Source: an optimization exercise on an open RTL-to-GDS flow (aim: a short achievable clock period and few clock cycles per item). Production flows keep margins and buffers that such runs may drop.
Only simulation tests tie the RTL to the original design; equivalence was not proved.
The clock port is modelled as an ideal driver, which makes a skipped or thinned clock tree look cheaper than it is; a real chip needs a root buffer or a tree.
Power and IR drop assume default switching activity.

== run E ==
Design three_class_quantum_scheduler, start of the top module:
module three_class_quantum_scheduler
(
  input  logic                 clk,
  input  logic                 rst_n,
  input  logic                 in_valid,
  output logic                 in_ready,
  input  logic                 in_command,
  input  logic [tcqs_pkg::PID_BITS-1:0]  in_process_id,
  input  logic [1:0]           in_process_class,
  input  logic [tcqs_pkg::TIME_BITS-1:0] in_burst_time,
  input  logic [4:0]           in_random_draw,
  output logic                 out_valid,
  input  logic                 out_ready,
  output logic [1:0]           out_status,
  output logic [tcqs_pkg::PID_BITS-1:0]  out_run_process_id,
  output logic [1:0]           out_run_class,
  output logic [tcqs_pkg::TIME_BITS-1:0] out_granted_time,
  output logic [tcqs_pkg::TIME_BITS-1:0] out_remaining_time,
  output logic                 out_finished,
  output logic                 out_all_empty,
  input  logic                 cfg_valid,
  output logic                 cfg_ready,
  input  logic [1:0]           cfg_index,
  input  logic [tcqs_pkg::TIME_BITS-1:0] cfg_data
);
  localparam int RES_W = 2 + PID_BITS + 2 + TIME_BITS + TIME_BITS + 1 + 1;
  localparam int FAW   = 3;
  localparam int CAP   = (1 << FAW);        
  localparam int NW    = 5;
  logic                 rst_q;
  logic [TIME_BITS-1:0] silver_q_r, bronze_q_r;
  logic [4:0]           limit_r;
  always_ff @(posedge clk) begin
    rst_q <= !rst_n;
  end
  always_ff @(posedge clk) begin
    if (!rst_n) begin
      silver_q_r <= SILVER_QUANTUM_RST;
      bronze_q_r <= BRONZE_QUANTUM_RST;
      limit_r    <= DRAW_LIMIT_RST;
    end else if (cfg_valid) begin
      case (cfg_index)
        REG_SILVER_QUANTUM: silver_q_r <= cfg_data;
        REG_BRONZE_QUANTUM: bronze_q_r <= cfg_data;
        REG_DRAW_LIMIT:     limit_r    <= cfg_data[4:0];
        default: ;
      endcase
    end
  end
  assign cfg_ready = 1'b1;
  logic                 in_ready_r;
  logic                 rdy_q;
  logic                 acc;
  logic                 v1;
  logic                 tk_q;
  logic [NW-1:0]        owed_q;
  ...
==> module three_class_quantum_scheduler, before the edit <==
module three_class_quantum_scheduler
(
  input  logic                 clk,
  input  logic                 rst_n,
  input  logic                 in_valid,
  output logic                 in_ready,
  input  logic                 in_command,
  input  logic [tcqs_pkg::PID_BITS-1:0]  in_process_id,
  input  logic [1:0]           in_process_class,
  input  logic [tcqs_pkg::TIME_BITS-1:0] in_burst_time,
  input  logic [4:0]           in_random_draw,
  output logic                 out_valid,
  input  logic                 out_ready,
  output logic [1:0]           out_status,
  output logic [tcqs_pkg::PID_BITS-1:0]  out_run_process_id,
  output logic [1:0]           out_run_class,
  output logic [tcqs_pkg::TIME_BITS-1:0] out_granted_time,
  output logic [tcqs_pkg::TIME_BITS-1:0] out_remaining_time,
  output logic                 out_finished,
  output logic                 out_all_empty,
  input  logic                 cfg_valid,
  output logic                 cfg_ready,
  input  logic [1:0]           cfg_index,
  input  logic [tcqs_pkg::TIME_BITS-1:0] cfg_data
);
  localparam int RES_W = 2 + PID_BITS + 2 + TIME_BITS + TIME_BITS + 1 + 1;
  localparam int FAW   = 3;
  localparam int CAP   = (1 << FAW);        
  localparam int NW    = 5;
  logic                 rst_q;
  logic [TIME_BITS-1:0] silver_q_r, bronze_q_r;
  logic [4:0]           limit_r;
  always_ff @(posedge clk) begin
    rst_q <= !rst_n;
  end
  always_ff @(posedge clk) begin
    if (!rst_n) begin
      silver_q_r <= SILVER_QUANTUM_RST;
      bronze_q_r <= BRONZE_QUANTUM_RST;
      limit_r    <= DRAW_LIMIT_RST;
    end else if (cfg_valid) begin
      case (cfg_index)
        REG_SILVER_QUANTUM: silver_q_r <= cfg_data;
        REG_BRONZE_QUANTUM: bronze_q_r <= cfg_data;
        REG_DRAW_LIMIT:     limit_r    <= cfg_data[4:0];
        default: ;
      endcase
    end
  end
  assign cfg_ready = 1'b1;
  logic                 in_ready_r;
  logic                 rdy_q;
  logic                 acc;
  logic                 v1;
  logic                 tk_q;
  logic [NW-1:0]        owed_q;
  logic                 ov;
  logic                 taken;
  assign acc = in_valid && rdy_q && rst_n;
  always_ff @(posedge clk) begin
    tk_q <= taken;
  end
  always_ff @(posedge clk) begin
    if (rst_q) owed_q <= '0;
    else       owed_q <= owed_q + NW'(v1) - NW'(tk_q);
  end
  always_ff @(posedge clk) begin
    in_ready_r <= !rst_n || rst_q || ((owed_q + NW'(v1) + NW'(in_ready_r)) < NW'(CAP));
    rdy_q      <= !rst_n || rst_q || ((owed_q + NW'(v1) + NW'(rdy_q)) < NW'(CAP));
  end
  assign in_ready = in_ready_r;
  logic                 add_g1, add_s1, add_b1, add1;
  logic                 disp1, disp_s1, disp_b1;
  logic [PID_BITS-1:0]  pid1;
  logic [TIME_BITS-1:0] burst1;
  logic                 is_add, is_disp, draw_b;
  assign is_add  = acc && (in_command == CMD_ADD);
  assign is_disp = acc && (in_command == CMD_DISPATCH);
  assign draw_b  = (in_random_draw <= limit_r);
  always_ff @(posedge clk) begin
    v1      <= acc;
    add1    <= is_add;
    add_g1  <= is_add && (in_process_class == 2'd0);
    add_s1  <= is_add && (in_process_class == 2'd1);
    add_b1  <= is_add && in_process_class[1];
    disp1   <= is_disp;
    disp_b1 <= is_disp && draw_b;
    disp_s1 <= is_disp && !draw_b;
    pid1    <= in_process_id;
    burst1  <= in_burst_time;
  end
  logic                 pop_g, push_g, pop_s, push_s, pop_b, push_b;
  logic [PID_BITS-1:0]  hp_g, hp_s, hp_b;
  logic [TIME_BITS-1:0] hb_g, hb_s, hb_b;
  logic [TIME_BITS-1:0] rot_g, rot_s, rot_b;
  logic                 hf_g, hf_s, hf_b;
  logic                 ne_g, ne_s, ne_b;
  logic                 full_g, full_s, full_b;
  logic                 nn_g, nn_s, nn_b;
  assign pop_g  = disp1 && ne_g;
  assign push_g = add_g1 && !full_g;
  assign pop_s  = disp_s1 && !ne_g && ne_s;
  assign push_s = (add_s1 && !full_s) || (pop_s && !hf_s);
  assign pop_b  = disp_b1 && !ne_g && ne_b;
  assign push_b = (add_b1 && !full_b) || (pop_b && !hf_b);
  tcqs_squeue #(.ROT(1'b0)) u_qg (
    .clk(clk), .rst(rst_q), .pop(pop_g), .push(push_g), .is_add(add1),
    .add_pid(pid1), .add_burst(burst1), .quant(bronze_q_r),
    .head_pid(hp_g), .head_burst(hb_g), .rot_burst(rot_g), .head_f(hf_g),
    .ne(ne_g), .full(full_g), .ne_nxt(nn_g)
  );
  tcqs_squeue #(.ROT(1'b1)) u_qs (
    .clk(clk), .rst(rst_q), .pop(pop_s), .push(push_s), .is_add(add1),
    .add_pid(pid1), .add_burst(burst1), .quant(silver_q_r),
    .head_pid(hp_s), .head_burst(hb_s), .rot_burst(rot_s), .head_f(hf_s),
    .ne(ne_s), .full(full_s), .ne_nxt(nn_s)
  );
  tcqs_squeue #(.ROT(1'b1)) u_qb (
    .clk(clk), .rst(rst_q), .pop(pop_b), .push(push_b), .is_add(add1),
    .add_pid(pid1), .add_burst(burst1), .quant(bronze_q_r),
    .head_pid(hp_b), .head_burst(hb_b), .rot_burst(rot_b), .head_f(hf_b),
    .ne(ne_b), .full(full_b), .ne_nxt(nn_b)
  );
  logic                 add_full, any_pop;
  logic [1:0]           res_status;
  logic [PID_BITS-1:0]  res_pid;
  logic [1:0]           res_class;
  logic [TIME_BITS-1:0] res_grant;
  logic [TIME_BITS-1:0] res_remain;
  logic                 res_fin;
  logic                 res_empty;
  always_comb begin
    add_full   = (add_g1 && full_g) || (add_s1 && full_s) || (add_b1 && full_b);
    any_pop    = pop_g || pop_s || pop_b;
    res_status = {add_full || (disp1 && !any_pop), add_full || any_pop};
    res_pid    = ({PID_BITS{pop_g}} & hp_g) | ({PID_BITS{pop_s}} & hp_s) |
                 ({PID_BITS{pop_b}} & hp_b);
    res_class  = {pop_b, pop_s};
    res_fin    = pop_g || (pop_s && hf_s) || (pop_b && hf_b);
    res_grant  = ({TIME_BITS{pop_g}} & hb_g) |
                 ({TIME_BITS{pop_s}} & (hf_s ? hb_s : silver_q_r)) |
                 ({TIME_BITS{pop_b}} & (hf_b ? hb_b : bronze_q_r));
    res_remain = ({TIME_BITS{pop_s && !hf_s}} & rot_s) |
                 ({TIME_BITS{pop_b && !hf_b}} & rot_b);
    res_empty  = !(nn_g || nn_s || nn_b);
  end
  logic [RES_W-1:0] od;
  tcqs_ofifo #(.W(RES_W), .AW(FAW)) u_ofifo (
    .clk(clk), .rst(rst_q), .rst_n(rst_n), .in_v(v1),
    .in_d({res_status, res_pid, res_class, res_grant, res_remain, res_fin, res_empty}),
    .out_ready(out_ready), .out_valid(ov), .taken(taken), .out_d(od)
  );
  assign out_valid = ov;
  assign {out_status, out_run_process_id, out_run_class, out_granted_time,
          out_remaining_time, out_finished, out_all_empty} = od;
endmodule
export LEC_CHECK = 0
export ABC_CLOCK_PERIOD_IN_PS = 2000
export CAP_MARGIN = 20
export CORE_MARGIN = 2
export CORE_UTILIZATION = 55
export SLEW_MARGIN = 20
create_clock -name core_clock -period 10.0 [get_ports {clk}]
standard.sh (not shown) runs the stock make flow with config.mk's settings and CLKGATE_MAP_FILE= SYNTH_SCRIPT=/design/flow/synth_recipe.tcl, a recipe that flattens the netlist after the stock synthesis.
==> flow/flow/run.sh <==
#!/bin/bash
# Own layout flow: the standard ORFS layout (standard.sh: unchanged synthesis,
# same SDC and clock period) with two changes:
#  - the clock tree is built by flow/manual_cts.tcl (balanced inverter tree by
#    recursive bisection) in place of TritonCTS;
#  - repair_timing keeps a larger setup margin, so the resizer keeps optimising
#    paths well inside the 10 ns period.
set -euo pipefail
here=$(pwd)
bash standard.sh SETUP_SLACK_MARGIN=7.2 PRE_CTS_TCL="$here/flow/manual_cts.tcl" finish > standard_flow.log 2>&1
Other scripts of this flow, unchanged in this note and not shown: flow/flow/manual_cts.tcl, flow/flow/outflops.tcl
Testbench counts of run E, summed over its fixed seeds: cycles 12,816, items 12,800.
diff inputs: run E => run C
-- flow/design.v --
<<< run E, line 380
    res_empty  = !(nn_g || nn_s || nn_b);
  end
  logic [RES_W-1:0] od;
  tcqs_ofifo #(.W(RES_W), .AW(FAW)) u_ofifo (
    .clk(clk), .rst(rst_q), .rst_n(rst_n), .in_v(v1),
    .in_d({res_status, res_pid, res_class, res_grant, res_remain, res_fin, res_empty}),
    .out_ready(out_ready), .out_valid(ov), .taken(taken), .out_d(od)
  );
>>> run C, line 380
    res_empty  = !(nn_g || nn_s || nn_b);
  end
  logic             v3;
  logic [RES_W-1:0] res3;
  always_ff @(posedge clk) begin
    if (rst_q) v3 <= 1'b0;
    else       v3 <= v1;
    res3 <= {res_status, res_pid, res_class, res_grant, res_remain, res_fin, res_empty};
  end
  logic [RES_W-1:0] od;
  tcqs_ofifo #(.W(RES_W), .AW(FAW)) u_ofifo (
    .clk(clk), .rst(rst_q), .rst_n(rst_n), .in_v(v3), .in_d(res3),
    .out_ready(out_ready), .out_valid(ov), .taken(taken), .out_d(od)
  );
Findings:
Sort run C and run E by smallest setup slack after layout, ascending, and run E comes first. Between run E and run C, the period utilization does not differ in any meaningful way. NOTE number of sequential cells run E->run C increased slightly. Cmp run C vs run E: synthesized cell count higher in run C. Per the comparison of run C with run E, share of power burned in the clock network now larger, total via count after detailed routing now larger.
Testbench counts of run C, summed over its fixed seeds: cycles 12,824, items 12,800.
In every run of this note, the design's own scripts or RTL, not TritonCTS, make the clock network.

-- afterwards: timing with drivers on the ports --
In the flow no input, the clock included, has a driving cell. The finished layouts below were timed again as built, in two steps. Step 1, drivers: a clkbuf_16 drives clk and a buf_2 each remaining input, both assumed. Step 2 adds t to the input delays and takes it off the output delays; t is the mean of the earliest and latest rising clock arrival at the registers after step 1. Input paths then give back, and output paths get back, about the clock's delay inside the block. Three values: ideal, step 1, step 2; two values: the first two.
| run | t, ns | slack for setup (ns) | worst setup path at the end | clock arrival spread, ns | slew at the worst register clock pin (ns) |
|---|---|---|---|---|---|
| run E | 0.698 | 6.934 / 6.815 / 6.505 | input to register | 0.053 / 0.053 | 0.12 / 0.12 |
| run C | 0.696 | 6.949 / 6.822 / 6.575 | input to register | 0.044 / 0.044 | 0.11 / 0.11 |
After both steps every run listed still meets setup and hold. For run E, which loses most, drivers alone change the setup slack by -0.119 ns; drivers and shift together by -0.429 ns.
